This is an optimization exercise on Yosys and OpenROAD, whose aim is a short achievable clock period and few clock cycles, not a production implementation.
Only simulation tests tie the RTL to the original design; equivalence was not proved.
No activity file was given, so power comes from the tool's default toggle rates.

==> inputs of quartz <==
Design mips_pipeline, start of the top module:
module mips_pipeline (
    input  logic            clk,
    input  logic            rstn,
    output mips_pkg::word_t imem_addr,
    input  mips_pkg::word_t imem_instr,
    output mips_pkg::word_t dmem_addr,
    output mips_pkg::word_t dmem_wdata,
    output logic            dmem_we,
    output logic            dmem_re,
    input  mips_pkg::word_t dmem_rdata
);
    logic [31:0] pc;
    logic [31:0] pc_next;
    logic        d_we;                
    logic [4:0]  d_dst;
    logic [31:0] regs [1:31];
    logic        pend;                
    logic [31:0] pend_target;
    logic [63:0] bht;                 
    logic        id_valid;
    logic        id_pred;             
    logic [31:0] id_instr;
    logic [31:0] id_pc;
    logic [31:0] id_t0;               
    logic [15:0] id_moff;             
    logic [31:0] id_ra;               
    logic [31:0] id_rb;
    logic [31:0] id_d_rr, id_d_wr, id_d_w2r, id_d_rw, id_d_rw2, id_d_ww2;
    logic        id_a_wb, id_a_wb2;   
    logic        id_b_wb, id_b_wb2;   
    logic        id_dep_a, id_dep_b;  
    logic [6:0]  id_eq_sel;           
    logic        id_br_early;         
    logic        id_is_r, id_is_addi, id_is_lw, id_is_sw, id_is_beq;
    logic        id_writes;           
    logic [4:0]  id_dst;
    logic        id_late;             
    logic        id_agi;              
    logic [31:0] ex_a;                
    logic [31:0] ex_b;                
    logic [31:0] ex_maddr;
    logic [31:0] ex_redir;            
    logic [31:0] ex_d;                
    logic        ex_pred;
    logic [5:0]  ex_bidx;
    logic [4:0]  ex_dst;
    logic        ex_we;
    logic        ex_re;
    logic        ex_st;
    logic        ex_late;             
    logic        ex_add, ex_sub, ex_and, ex_or, ex_slt, ex_ld;   
    logic [31:0] st_data;             
  ...
clock: 6.2 ns
lec_check: 0
abc_clock_period_in_ps: 2500
cap_margin: 20
core_margin: 2
core_utilization: 40
setup_slack_margin: 4
slew_margin: 20
synth_hierarchical: 1
standard.sh (not shown) runs the stock make flow with config.mk's settings and CLKGATE_MAP_FILE= SYNTH_SCRIPT=/design/flow/synth_recipe.tcl, a recipe that flattens the netlist after the stock synthesis.
==> flow/flow/run.sh <==
#!/bin/bash
# The standard layout (standard.sh, the standard flow's own ORFS run on this design),
# with one change: synthesis does not lift half and full adders into the
# library's adder cells (ADDER_MAP_FILE left empty), so the gate-level
# optimiser keeps the adders' carry logic and maps it for speed.
# make's full output goes to flow_make.log here; each ORFS step also keeps
# its own log under orfs/logs/.
set -euo pipefail
bash standard.sh ADDER_MAP_FILE= finish > flow_make.log 2>&1
==> nickel (differences from quartz) <==
--- a/flow/design.v
+++ b/flow/design.v
@@ -34,51 +34,45 @@
     input  logic       early_taken,
     input  logic [3:0] ex_redir,
     input  logic [3:0] id_target,
     input  logic [3:0] other,
     output logic [3:0] y
 );
     assign y = mispredict ? ex_redir : early_taken ? id_target : other;
 endmodule
-module zero32 (
-    input  logic [31:0] d,
-    output logic        z
-);
-    assign z = ~|d;
-endmodule
 module next_pc (
-    input  logic [31:0] d_rr,          
-    input  logic [31:0] d_wr,          
-    input  logic [31:0] d_w2r,
-    input  logic [31:0] d_rw,
-    input  logic [31:0] d_rw2,
-    input  logic [31:0] d_ww2,
+    input  logic [31:0] id_ra,         
+    input  logic [31:0] id_rb,
+    input  logic [31:0] wb_val,
+    input  logic [31:0] wb2_val,
     input  logic [6:0]  eq_sel,        
+    input  logic        eq0,           
     input  logic        br_early,      
-    input  logic [31:0] ex_d,          
+    input  logic [31:0] ex_a,          
+    input  logic [31:0] ex_b,
     input  logic        ex_late,
     input  logic        ex_pred,
     input  logic [31:0] ex_redir,      
     input  logic [31:0] id_target,
     input  logic [31:0] other,         
     output logic [31:0] pc_next,
     output logic        early_taken,
     output logic        mispredict,    
     output logic        ex_taken
 );
     logic [6:0] eqs;
-    assign eqs[0] = 1'b1;
-    zero32 u_eq1 (.d(d_rr),  .z(eqs[1]));
-    zero32 u_eq2 (.d(d_wr),  .z(eqs[2]));
-    zero32 u_eq3 (.d(d_w2r), .z(eqs[3]));
-    zero32 u_eq4 (.d(d_rw),  .z(eqs[4]));
-    zero32 u_eq5 (.d(d_rw2), .z(eqs[5]));
-    zero32 u_eq6 (.d(d_ww2), .z(eqs[6]));
-    zero32 u_eqx (.d(ex_d),  .z(ex_taken));
+    assign eqs[0] = eq0;
+    eq32 u_eq1 (.x(id_ra),  .y(id_rb),   .e(eqs[1]));
+    eq32 u_eq2 (.x(wb_val), .y(id_rb),   .e(eqs[2]));
+    eq32 u_eq3 (.x(wb2_val), .y(id_rb),  .e(eqs[3]));
+    eq32 u_eq4 (.x(id_ra),  .y(wb_val),  .e(eqs[4]));
+    eq32 u_eq5 (.x(id_ra),  .y(wb2_val), .e(eqs[5]));
+    eq32 u_eq6 (.x(wb_val), .y(wb2_val), .e(eqs[6]));
+    eq32 u_eqx (.x(ex_a),   .y(ex_b),    .e(ex_taken));
     genvar k;
     generate
         for (k = 0; k < 8; k++) begin : nib
             logic et, mp;
             br_decide u_d (.eq_sel(eq_sel), .eqs(eqs), .br_early(br_early),
                            .ex_late(ex_late), .ex_pred(ex_pred), .ex_eq(ex_taken),
                            .early_taken(et), .mispredict(mp));
             pc_mux4 u_m (.mispredict(mp), .early_taken(et),
@@ -95,16 +89,72 @@
     input  logic        clk,
     input  logic [31:0] d,
     output logic [31:0] q
 );
     always_ff @(posedge clk) begin
         q <= d;
     end
 endmodule
+module fast_inc30 (
+    input  logic [29:0] x,
+    output logic [29:0] s
+);
+    logic [29:0] a [0:5];           
+    assign a[0] = x;
+    genvar l, i;
+    generate
+        for (l = 0; l < 5; l++) begin : lvl
+            for (i = 0; i < 30; i++) begin : bit_
+                if (i >= (1 << l)) begin : comb
+                    if (l % 2 == 0) begin : true_in
+                        ks_nand u (.a(a[l][i]), .b(a[l][i-(1<<l)]), .y(a[l+1][i]));
+                    end else begin : inv_in
+                        ks_nor u (.a(a[l][i]), .b(a[l][i-(1<<l)]), .y(a[l+1][i]));
+                    end
+                end else begin : pass
+                    ks_inv u (.a(a[l][i]), .y(a[l+1][i]));
+                end
+            end
+        end
+        for (i = 0; i < 30; i++) begin : sum
+            if (i == 0) begin : b0
+                ks_inv u (.a(x[i]), .y(s[i]));
+            end else begin : bn
+                ks_xnor u (.a(x[i]), .b(a[5][i-1]), .y(s[i]));
+            end
+        end
+    endgenerate
+endmodule
+module mux32 (
+    input  logic        s,
+    input  logic [31:0] a,          
+    input  logic [31:0] b,
+    output logic [31:0] y
+);
+    assign y = s ? a : b;
+endmodule
+module cmp_copy (
+    input  logic        clk,
+    input  logic [31:0] rf_a,
+    input  logic [31:0] rf_b,
+    input  logic [31:0] res,            
+    input  logic [31:0] wb_val,         
+    output logic [31:0] ra,
+    output logic [31:0] rb,
+    output logic [31:0] w,
+    output logic [31:0] w2
+);
+    always_ff @(posedge clk) begin
+        ra <= rf_a;
+        rb <= rf_b;
+        w  <= res;
+        w2 <= wb_val;
+    end
+endmodule
 `timescale 1ns/1ns
 module add32 (
     input  logic [31:0] x,
     input  logic [31:0] y,
     output logic [31:0] s
 );
     assign s = x + y;
 endmodule
@@ -267,107 +317,126 @@
                     .early(a_e), .y(next_a));
     late_sel u_nb  (.add_r(add_r), .sub_r(sub_r), .f_add(b_fwd && s_add),
                     .f_sub(b_fwd && s_sub), .f_slt(b_fwd && s_slt && slt_k2),
                     .early(b_e), .y(next_b));
     late_sel u_nsd (.add_r(add_r), .sub_r(sub_r), .f_add(sd_fwd && s_add),
                     .f_sub(sd_fwd && s_sub), .f_slt(sd_fwd && s_slt && slt_k2),
                     .early(sd_e), .y(next_sd));
 endmodule
+module sum_is_zero (
+    input  logic [31:0] x,
+    input  logic [31:0] y,
+    output logic        z
+);
+    logic [31:0] h, o;
+    assign h = x ^ y;
+    assign o = x | y;
+    assign z = !h[0] && (h[31:1] == o[30:0]);
+endmodule
 `timescale 1ns/1ns
 module mips_pipeline (
     input  logic            clk,
     input  logic            rstn,
     output mips_pkg::word_t imem_addr,
     input  mips_pkg::word_t imem_instr,
     output mips_pkg::word_t dmem_addr,
     output mips_pkg::word_t dmem_wdata,
     output logic            dmem_we,
     output logic            dmem_re,
     input  mips_pkg::word_t dmem_rdata
 );
     logic [31:0] pc;
     logic [31:0] pc_next;
     logic        d_we;                
+    logic        zero_ok;             
+    logic        zero_val;            
     logic [4:0]  d_dst;
     logic [31:0] regs [1:31];
     logic        pend;                
     logic [31:0] pend_target;
     logic [63:0] bht;                 
     logic        id_valid;
     logic        id_pred;             
     logic [31:0] id_instr;
     logic [31:0] id_pc;
     logic [31:0] id_t0;               
     logic [15:0] id_moff;             
     logic [31:0] id_ra;               
     logic [31:0] id_rb;
-    logic [31:0] id_d_rr, id_d_wr, id_d_w2r, id_d_rw, id_d_rw2, id_d_ww2;
     logic        id_a_wb, id_a_wb2;   
     logic        id_b_wb, id_b_wb2;   
     logic        id_dep_a, id_dep_b;  
     logic [6:0]  id_eq_sel;           
+    logic        id_eq_always;        
     logic        id_br_early;         
     logic        id_is_r, id_is_addi, id_is_lw, id_is_sw, id_is_beq;
     logic        id_writes;           
     logic [4:0]  id_dst;
     logic        id_late;             
     logic        id_agi;              
     logic [31:0] ex_a;                
     logic [31:0] ex_b;                
     logic [31:0] ex_maddr;
     logic [31:0] ex_redir;            
-    logic [31:0] ex_d;                
     logic        ex_pred;
     logic [5:0]  ex_bidx;
     logic [4:0]  ex_dst;
     logic        ex_we;
     logic        ex_re;
     logic        ex_st;
     logic        ex_late;             
+    logic        ex_zero;             
     logic        ex_add, ex_sub, ex_and, ex_or, ex_slt, ex_ld;   
     logic [31:0] st_data;             
     logic [31:0] wb_val;
     logic [4:0]  wb_dst;
     logic        wb_we;
     logic [31:0] wb2_val;
     logic [4:0]  wb2_dst;
     logic        wb2_we;
     logic [31:0] pc4;
     logic [31:0] f_imm;
     logic [31:0] f_t0;
     logic [31:0] rf_a, rf_b;
     logic [4:0]  f_rs, f_rt;
     pc_port u_pc_port (.clk(clk), .d(pc_next), .q(imem_addr));    
-    assign pc4       = pc + 32'd4;
+    logic [29:0] pc_inc;
+    fast_inc30 u_pc4 (.x(pc[31:2]), .s(pc_inc));
+    assign pc4       = {pc_inc, pc[1:0]};
     assign f_imm     = {{16{imem_instr[15]}}, imem_instr[15:0]};
     fast_add32 u_target (.x(pc), .y({f_imm[29:0], 2'b00}), .ci(1'b0), .s(f_t0));
     assign f_rs      = imem_instr[25:21];
     assign f_rt      = imem_instr[20:16];
     assign rf_a      = (f_rs == 5'd0) ? 32'd0 : regs[f_rs];
     assign rf_b      = (f_rt == 5'd0) ? 32'd0 : regs[f_rt];
     logic       f_is_r, f_is_addi, f_is_lw, f_is_sw, f_is_beq;
     logic [4:0] f_dst;
     assign f_is_r    = imem_instr[31:26] == 6'h00;
     assign f_is_addi = imem_instr[31:26] == 6'h08;
     assign f_is_lw   = imem_instr[31:26] == 6'h23;
     assign f_is_sw   = imem_instr[31:26] == 6'h2b;
     assign f_is_beq  = imem_instr[31:26] == 6'h04;
     assign f_dst     = f_is_r ? imem_instr[15:11] : imem_instr[20:16];
     logic       n_a_wb, n_a_wb2, n_b_wb, n_b_wb2, n_dep_a, n_dep_b;
     logic [6:0] n_eq_sel;
+    logic       n_late_z;             
     assign n_a_wb  = ex_we && ex_dst == f_rs;
     assign n_b_wb  = ex_we && ex_dst == f_rt;
     assign n_a_wb2 = wb_we && wb_dst == f_rs;
     assign n_b_wb2 = wb_we && wb_dst == f_rt;
-    assign n_dep_a = d_we && d_dst == f_rs;
-    assign n_dep_b = d_we && d_dst == f_rt;
+    assign n_dep_a = d_we && !rstn && d_dst == f_rs;
+    assign n_dep_b = d_we && !rstn && d_dst == f_rt;
+    assign n_late_z = f_is_beq && ((f_rs == 5'd0) != (f_rt == 5'd0)) &&
+                      (n_dep_a || n_dep_b) && zero_ok;
     always_comb begin
         n_eq_sel = '0;
-        if (f_rs == f_rt)
+        if (n_late_z)
+            n_eq_sel[0] = 1'b1;
+        else if (f_rs == f_rt)
             n_eq_sel[0] = 1'b1;
         else
             case ({n_a_wb, n_a_wb2 && !n_a_wb, n_b_wb, n_b_wb2 && !n_b_wb})
                 4'b1010, 4'b0101: n_eq_sel[0] = 1'b1;
                 4'b1000:          n_eq_sel[2] = 1'b1;
                 4'b0100:          n_eq_sel[3] = 1'b1;
                 4'b0010:          n_eq_sel[4] = 1'b1;
                 4'b0001:          n_eq_sel[5] = 1'b1;
@@ -381,33 +450,41 @@
     logic        is_r, is_addi, is_lw, is_sw, is_beq;
     logic [31:0] a, b;
     logic        replay;
     logic        go;                  
     logic        late;
     logic        early_taken;
     logic [31:0] maddr;
     logic [31:0] id_target;
-    assign id_target = id_t0 + 32'd4;
+    logic [29:0] t0_inc;
+    fast_inc30 u_target4 (.x(id_t0[31:2]), .s(t0_inc));
+    assign id_target = {t0_inc, id_t0[1:0]};
     assign op  = id_instr[31:26];
     assign fn  = id_instr[5:0];
     assign rs  = id_instr[25:21];
     assign rt  = id_instr[20:16];
     assign rd  = id_instr[15:11];
     assign imm = {{16{id_instr[15]}}, id_instr[15:0]};
     assign is_r    = id_valid && id_is_r;
     assign is_addi = id_valid && id_is_addi;
     assign is_lw   = id_valid && id_is_lw;
     assign is_sw   = id_valid && id_is_sw;
     assign is_beq  = id_valid && id_is_beq;
     assign d_dst = id_dst;
     assign d_we  = id_valid && id_writes;
     assign a = id_a_wb ? wb_val : id_a_wb2 ? wb2_val : id_ra;
     assign b = id_b_wb ? wb_val : id_b_wb2 ? wb2_val : id_rb;
     assign late   = id_valid && id_late;
+    logic zr_r, zr_w, zr_w2;
+    sum_is_zero u_zr_r  (.x(id_ra),   .y(imm), .z(zr_r));
+    sum_is_zero u_zr_w  (.x(wb_val),  .y(imm), .z(zr_w));
+    sum_is_zero u_zr_w2 (.x(wb2_val), .y(imm), .z(zr_w2));
+    assign zero_ok  = is_addi && !id_dep_a;
+    assign zero_val = id_a_wb ? zr_w : id_a_wb2 ? zr_w2 : zr_r;
     assign replay = id_valid && id_agi;
     assign go     = !replay;
     logic [31:0] maddr_r, maddr_w, maddr_w2;
     logic [31:0] moff;
     assign moff = {{16{id_moff[15]}}, id_moff};
     fast_add32 u_ma_r  (.x(id_ra),   .y(moff), .ci(1'b0), .s(maddr_r));
     fast_add32 u_ma_w  (.x(wb_val),  .y(moff), .ci(1'b0), .s(maddr_w));
     fast_add32 u_ma_w2 (.x(wb2_val), .y(moff), .ci(1'b0), .s(maddr_w2));
@@ -420,22 +497,33 @@
         .s_ld(ex_ld), .rdata(dmem_rdata),
         .a_id(a), .b_id(b), .imm(imm),
         .fwd_a(id_dep_a), .fwd_b(id_dep_b), .use_imm(is_addi), .is_sw(is_sw),
         .res(res), .next_a(next_a), .next_b(next_b), .next_sd(next_sd)
     );
     logic        mispredict;
     logic        ex_taken;
     logic [31:0] other;
-    assign other = rstn ? 32'h0040_0000 : replay ? id_pc : pend ? pend_target :
-                   (late && id_pred) ? id_target : pc4;
+    logic        at_reset_pc;
+    logic        seq;                 
+    logic [31:0] other2;
+    assign at_reset_pc = pc == 32'h0040_0000;
+    assign seq    = !rstn && !replay && !pend && !(late && id_pred);
+    assign other2 = rstn ? (at_reset_pc ? 32'h0040_0000 + 32'd4 : 32'h0040_0000) :
+                    replay ? id_pc : pend ? pend_target : id_target;
+    mux32 u_other (.s(seq), .a(pc4), .b(other2), .y(other));
+    logic [31:0] c_ra, c_rb, c_w, c_w2;   
+    cmp_copy u_cmp_copy (.clk(clk), .rf_a(rf_a), .rf_b(rf_b), .res(res), .wb_val(wb_val),
+                         .ra(c_ra), .rb(c_rb), .w(c_w), .w2(c_w2));
     next_pc u_next_pc (
-        .d_rr(id_d_rr), .d_wr(id_d_wr), .d_w2r(id_d_w2r), .d_rw(id_d_rw), .d_rw2(id_d_rw2),
-        .d_ww2(id_d_ww2), .eq_sel(id_eq_sel), .br_early(id_valid && id_br_early),
-        .ex_d(ex_d), .ex_late(ex_late), .ex_pred(ex_pred), .ex_redir(ex_redir),
+        .id_ra(c_ra), .id_rb(c_rb), .wb_val(c_w), .wb2_val(c_w2),
+        .eq_sel(id_eq_sel), .eq0(id_eq_always || ex_zero),
+        .br_early(id_valid && id_br_early && !rstn),
+        .ex_a(ex_a), .ex_b(ex_b), .ex_late(ex_late && !rstn), .ex_pred(ex_pred),
+        .ex_redir(ex_redir),
         .id_target(id_target), .other(other),
         .pc_next(pc_next), .early_taken(early_taken), .mispredict(mispredict),
         .ex_taken(ex_taken)
     );
     assign dmem_addr  = ex_maddr;
     assign dmem_wdata = st_data;
     assign dmem_we    = ex_st;
     assign dmem_re    = ex_re;
@@ -452,44 +540,39 @@
     always_ff @(posedge clk) begin
         if (rstn)
             bht <= '0;
         else if (ex_late)
             bht[ex_bidx] <= ex_taken;
     end
     always_ff @(posedge clk) begin
         if (rstn)
-            id_valid <= 1'b0;
+            id_valid <= at_reset_pc;          
         else
             id_valid <= !mispredict && !replay;
     end
     always_ff @(posedge clk) begin
         id_instr  <= imem_instr;
         id_moff   <= (imem_instr[31:26] == 6'h23 || imem_instr[31:26] == 6'h2b) ?
                      imem_instr[15:0] : 16'd0;
         id_pc     <= pc;
         id_pred   <= bht[pc[7:2]];
         id_t0     <= f_t0;
         id_ra     <= rf_a;
         id_rb     <= rf_b;
-        id_d_rr   <= rf_a ^ rf_b;
-        id_d_wr   <= res ^ rf_b;
-        id_d_w2r  <= wb_val ^ rf_b;
-        id_d_rw   <= rf_a ^ res;
-        id_d_rw2  <= rf_a ^ wb_val;
-        id_d_ww2  <= res ^ wb_val;
         id_a_wb   <= n_a_wb;
         id_b_wb   <= n_b_wb;
         id_a_wb2  <= n_a_wb2;
         id_b_wb2  <= n_b_wb2;
         id_dep_a  <= n_dep_a;
         id_dep_b  <= n_dep_b;
         id_eq_sel <= n_eq_sel;
-        id_br_early <= f_is_beq && (f_rs == f_rt || !(n_dep_a || n_dep_b));
-        id_late     <= f_is_beq && f_rs != f_rt && (n_dep_a || n_dep_b);
+        id_br_early <= f_is_beq && (f_rs == f_rt || !(n_dep_a || n_dep_b) || n_late_z);
+        id_late     <= f_is_beq && f_rs != f_rt && (n_dep_a || n_dep_b) && !n_late_z;
+        id_eq_always <= !n_late_z;
         id_agi      <= (f_is_lw || f_is_sw) && n_dep_a;
         id_is_r     <= f_is_r;
         id_is_addi  <= f_is_addi;
         id_is_lw    <= f_is_lw;
         id_is_sw    <= f_is_sw;
         id_is_beq   <= f_is_beq;
         id_writes   <= (f_is_r || f_is_addi || f_is_lw) && f_dst != 5'd0;
         id_dst      <= f_dst;
@@ -508,20 +591,20 @@
         end
     end
     always_ff @(posedge clk) begin
         ex_a      <= next_a;
         ex_b      <= next_b;
         st_data   <= next_sd;
         ex_maddr  <= maddr;
         ex_redir  <= id_pred ? id_pc + 32'd8 : id_target;
-        ex_d      <= (id_dep_a && id_dep_b) ? 32'd0 : res ^ (id_dep_a ? b : a);
         ex_pred   <= id_pred;
         ex_bidx   <= id_pc[7:2];
         ex_dst    <= d_dst;
+        ex_zero   <= zero_val;
         ex_ld     <= op == 6'h23;
         ex_add    <= !(op == 6'h00 && (fn == 6'h22 || fn == 6'h24 || fn == 6'h25 ||
                                        fn == 6'h2a)) && op != 6'h23;
         ex_sub    <= op == 6'h00 && fn == 6'h22;
         ex_and    <= op == 6'h00 && fn == 6'h24;
         ex_or     <= op == 6'h00 && fn == 6'h25;
         ex_slt    <= op == 6'h00 && fn == 6'h2a;
     end
==> garnet (differences from quartz) <==
--- a/flow/design.v
+++ b/flow/design.v
@@ -34,51 +34,44 @@
     input  logic       early_taken,
     input  logic [3:0] ex_redir,
     input  logic [3:0] id_target,
     input  logic [3:0] other,
     output logic [3:0] y
 );
     assign y = mispredict ? ex_redir : early_taken ? id_target : other;
 endmodule
-module zero32 (
-    input  logic [31:0] d,
-    output logic        z
-);
-    assign z = ~|d;
-endmodule
 module next_pc (
-    input  logic [31:0] d_rr,          
-    input  logic [31:0] d_wr,          
-    input  logic [31:0] d_w2r,
-    input  logic [31:0] d_rw,
-    input  logic [31:0] d_rw2,
-    input  logic [31:0] d_ww2,
+    input  logic [31:0] id_ra,         
+    input  logic [31:0] id_rb,
+    input  logic [31:0] wb_val,
+    input  logic [31:0] wb2_val,
     input  logic [6:0]  eq_sel,        
     input  logic        br_early,      
-    input  logic [31:0] ex_d,          
+    input  logic [31:0] ex_a,          
+    input  logic [31:0] ex_b,
     input  logic        ex_late,
     input  logic        ex_pred,
     input  logic [31:0] ex_redir,      
     input  logic [31:0] id_target,
     input  logic [31:0] other,         
     output logic [31:0] pc_next,
     output logic        early_taken,
     output logic        mispredict,    
     output logic        ex_taken
 );
     logic [6:0] eqs;
     assign eqs[0] = 1'b1;
-    zero32 u_eq1 (.d(d_rr),  .z(eqs[1]));
-    zero32 u_eq2 (.d(d_wr),  .z(eqs[2]));
-    zero32 u_eq3 (.d(d_w2r), .z(eqs[3]));
-    zero32 u_eq4 (.d(d_rw),  .z(eqs[4]));
-    zero32 u_eq5 (.d(d_rw2), .z(eqs[5]));
-    zero32 u_eq6 (.d(d_ww2), .z(eqs[6]));
-    zero32 u_eqx (.d(ex_d),  .z(ex_taken));
+    eq32 u_eq1 (.x(id_ra),  .y(id_rb),   .e(eqs[1]));
+    eq32 u_eq2 (.x(wb_val), .y(id_rb),   .e(eqs[2]));
+    eq32 u_eq3 (.x(wb2_val), .y(id_rb),  .e(eqs[3]));
+    eq32 u_eq4 (.x(id_ra),  .y(wb_val),  .e(eqs[4]));
+    eq32 u_eq5 (.x(id_ra),  .y(wb2_val), .e(eqs[5]));
+    eq32 u_eq6 (.x(wb_val), .y(wb2_val), .e(eqs[6]));
+    eq32 u_eqx (.x(ex_a),   .y(ex_b),    .e(ex_taken));
     genvar k;
     generate
         for (k = 0; k < 8; k++) begin : nib
             logic et, mp;
             br_decide u_d (.eq_sel(eq_sel), .eqs(eqs), .br_early(br_early),
                            .ex_late(ex_late), .ex_pred(ex_pred), .ex_eq(ex_taken),
                            .early_taken(et), .mispredict(mp));
             pc_mux4 u_m (.mispredict(mp), .early_taken(et),
@@ -295,32 +288,30 @@
     logic        id_valid;
     logic        id_pred;             
     logic [31:0] id_instr;
     logic [31:0] id_pc;
     logic [31:0] id_t0;               
     logic [15:0] id_moff;             
     logic [31:0] id_ra;               
     logic [31:0] id_rb;
-    logic [31:0] id_d_rr, id_d_wr, id_d_w2r, id_d_rw, id_d_rw2, id_d_ww2;
     logic        id_a_wb, id_a_wb2;   
     logic        id_b_wb, id_b_wb2;   
     logic        id_dep_a, id_dep_b;  
     logic [6:0]  id_eq_sel;           
     logic        id_br_early;         
     logic        id_is_r, id_is_addi, id_is_lw, id_is_sw, id_is_beq;
     logic        id_writes;           
     logic [4:0]  id_dst;
     logic        id_late;             
     logic        id_agi;              
     logic [31:0] ex_a;                
     logic [31:0] ex_b;                
     logic [31:0] ex_maddr;
     logic [31:0] ex_redir;            
-    logic [31:0] ex_d;                
     logic        ex_pred;
     logic [5:0]  ex_bidx;
     logic [4:0]  ex_dst;
     logic        ex_we;
     logic        ex_re;
     logic        ex_st;
     logic        ex_late;             
     logic        ex_add, ex_sub, ex_and, ex_or, ex_slt, ex_ld;   
@@ -423,19 +414,19 @@
         .res(res), .next_a(next_a), .next_b(next_b), .next_sd(next_sd)
     );
     logic        mispredict;
     logic        ex_taken;
     logic [31:0] other;
     assign other = rstn ? 32'h0040_0000 : replay ? id_pc : pend ? pend_target :
                    (late && id_pred) ? id_target : pc4;
     next_pc u_next_pc (
-        .d_rr(id_d_rr), .d_wr(id_d_wr), .d_w2r(id_d_w2r), .d_rw(id_d_rw), .d_rw2(id_d_rw2),
-        .d_ww2(id_d_ww2), .eq_sel(id_eq_sel), .br_early(id_valid && id_br_early),
-        .ex_d(ex_d), .ex_late(ex_late), .ex_pred(ex_pred), .ex_redir(ex_redir),
+        .id_ra(id_ra), .id_rb(id_rb), .wb_val(wb_val), .wb2_val(wb2_val),
+        .eq_sel(id_eq_sel), .br_early(id_valid && id_br_early),
+        .ex_a(ex_a), .ex_b(ex_b), .ex_late(ex_late), .ex_pred(ex_pred), .ex_redir(ex_redir),
         .id_target(id_target), .other(other),
         .pc_next(pc_next), .early_taken(early_taken), .mispredict(mispredict),
         .ex_taken(ex_taken)
     );
     assign dmem_addr  = ex_maddr;
     assign dmem_wdata = st_data;
     assign dmem_we    = ex_st;
     assign dmem_re    = ex_re;
@@ -465,22 +456,16 @@
         id_instr  <= imem_instr;
         id_moff   <= (imem_instr[31:26] == 6'h23 || imem_instr[31:26] == 6'h2b) ?
                      imem_instr[15:0] : 16'd0;
         id_pc     <= pc;
         id_pred   <= bht[pc[7:2]];
         id_t0     <= f_t0;
         id_ra     <= rf_a;
         id_rb     <= rf_b;
-        id_d_rr   <= rf_a ^ rf_b;
-        id_d_wr   <= res ^ rf_b;
-        id_d_w2r  <= wb_val ^ rf_b;
-        id_d_rw   <= rf_a ^ res;
-        id_d_rw2  <= rf_a ^ wb_val;
-        id_d_ww2  <= res ^ wb_val;
         id_a_wb   <= n_a_wb;
         id_b_wb   <= n_b_wb;
         id_a_wb2  <= n_a_wb2;
         id_b_wb2  <= n_b_wb2;
         id_dep_a  <= n_dep_a;
         id_dep_b  <= n_dep_b;
         id_eq_sel <= n_eq_sel;
         id_br_early <= f_is_beq && (f_rs == f_rt || !(n_dep_a || n_dep_b));
@@ -508,17 +493,16 @@
         end
     end
     always_ff @(posedge clk) begin
         ex_a      <= next_a;
         ex_b      <= next_b;
         st_data   <= next_sd;
         ex_maddr  <= maddr;
         ex_redir  <= id_pred ? id_pc + 32'd8 : id_target;
-        ex_d      <= (id_dep_a && id_dep_b) ? 32'd0 : res ^ (id_dep_a ? b : a);
         ex_pred   <= id_pred;
         ex_bidx   <= id_pc[7:2];
         ex_dst    <= d_dst;
         ex_ld     <= op == 6'h23;
         ex_add    <= !(op == 6'h00 && (fn == 6'h22 || fn == 6'h24 || fn == 6'h25 ||
                                        fn == 6'h2a)) && op != 6'h23;
         ex_sub    <= op == 6'h00 && fn == 6'h22;
         ex_and    <= op == 6'h00 && fn == 6'h24;
==> summary.md <==
| Metric | Value |
|---|---|
| Share of cells above drive strength 1 | 0.451 |
| Final net count | around 8700 |
| P_clk | between 10 and 15 mW |
| Critical path's slowest cell | a221o_2 |
| Compound-cell area share of the yosys netlist | 0.133 |
| Design area | about 120000 um^2 |
| Comb pwr share | 0.290 |
| Status | no timing/DRC/antenna violations |
| Synth top cells by count | 992 x edfxtp_1, 830 x dfxtp_1, 724 x nand2_1 |
| Setup Fix Bufs, Post-CTS | roughly 370 |
| Tap cells | about 3000 |
[end of results for quartz]
==> summary.md <==
| Metric | Value |
|---|---|
| P_clk | about 11 mW |
| Ys Warns | 20 |
| Status | no timing/DRC/antenna violations |
| NonClk Buf Share | 0.0951 |
| CTS tree | yes |
| Wl on met1 | about 140000 um |
| Setup Fix Bufs, Post-CTS | ~270 |
| Top cells by area, synth | edfxtp_1 35%, dfxtp_1 14%, mux4_2 12% |
| Clock group share of total power | 0.296 |
| Fraction of area in multi-input gates | 0.434 |
| Critical path's slowest cell | dfxtp_4 |
| Synth top cells by count | 992 x edfxtp_1, 683 x nand2_1, 659 x nor2_1 |
| Comb pwr share | 0.302 |
| Worst Setup Slack post-DPL | 1790 ps |
| First-pass GRT wire length | 514000 um |
| Tap cells | approximately 2800 |
| Final net count | around 8000 |
[end of results for garnet]
==> summary.md <==
| Metric | Value |
|---|---|
| Share of cells above drive strength 1 | 0.404 |
| Critical path's slowest cell | dfxtp_4 |
| Comb pwr share | 0.341 |
| Compound-cell area share of the yosys netlist | 0.126 |
| Design area | around 120000 um^2 |
| Max Fclk | about 380 MHz |
| Most frequent cells in the layout | 992 x edfxtp_1, 730 x nand2_1, 546 x xor2_1, 505 x nor2_1 |
| Status | no timing/DRC/antenna violations |
| Worst Setup EP | imem_addr[30] |
| Met3 wire length | approximately 46000 um |
| P_clk | 11.2 mW |
| Tap cells | between 3000 and 4000 |
| Synth top cells by count | 992 x edfxtp_1, 873 x nor2_1, 863 x nand2_1 |
| Setup Fix Bufs, Post-CTS | about 230 |
| Post-synthesis adder-cell area fraction | 0 |
| Layout clock area frac | 0.0511 |
| Crit path max fanout | 1 |
| Final net count | 8925 |
[end of results for nickel]
Testbench counts of quartz, summed over its fixed seeds: cycles 23,235.
Testbench counts of nickel, summed over its fixed seeds: cycles 22,987.
Testbench counts of garnet, summed over its fixed seeds: cycles 23,235.

-- separate check: timing with driven ports --
The flow's constraints put no driver on any port. The routed layouts listed below were extracted and timed again, unchanged, in two steps. Step 1 sets driving cells, clkbuf_16 on the clock port and buf_2 on the other inputs (assumed; they add their load-dependent delay and slew). Step 2, shift: input delay + t, output delay - t, t = (earliest + latest rising clock arrival at the registers) / 2. This alone moves slack from input paths to output paths. Slacks: ideal ports / drivers / drivers and shift; pairs: ideal ports / drivers.
run	t, ns	slack for setup (ns)	worst setup path after step 2	slew at the worst register clock pin (ns)	worst slew at a driven data input, ns
quartz	0.949	3.512 / 3.294 / 2.345	input to register	0.07 / 0.07	0.67
nickel	0.967	3.559 / 3.452 / 2.641	input to register	0.07 / 0.07	0.49
garnet	0.916	3.580 / 3.403 / 2.487	input to register	0.07 / 0.07	0.65
After both steps setup and hold are still met in every run listed. The setup slack of quartz, which loses most, moves by -0.218 ns with the drivers and by -1.167 ns with both steps.
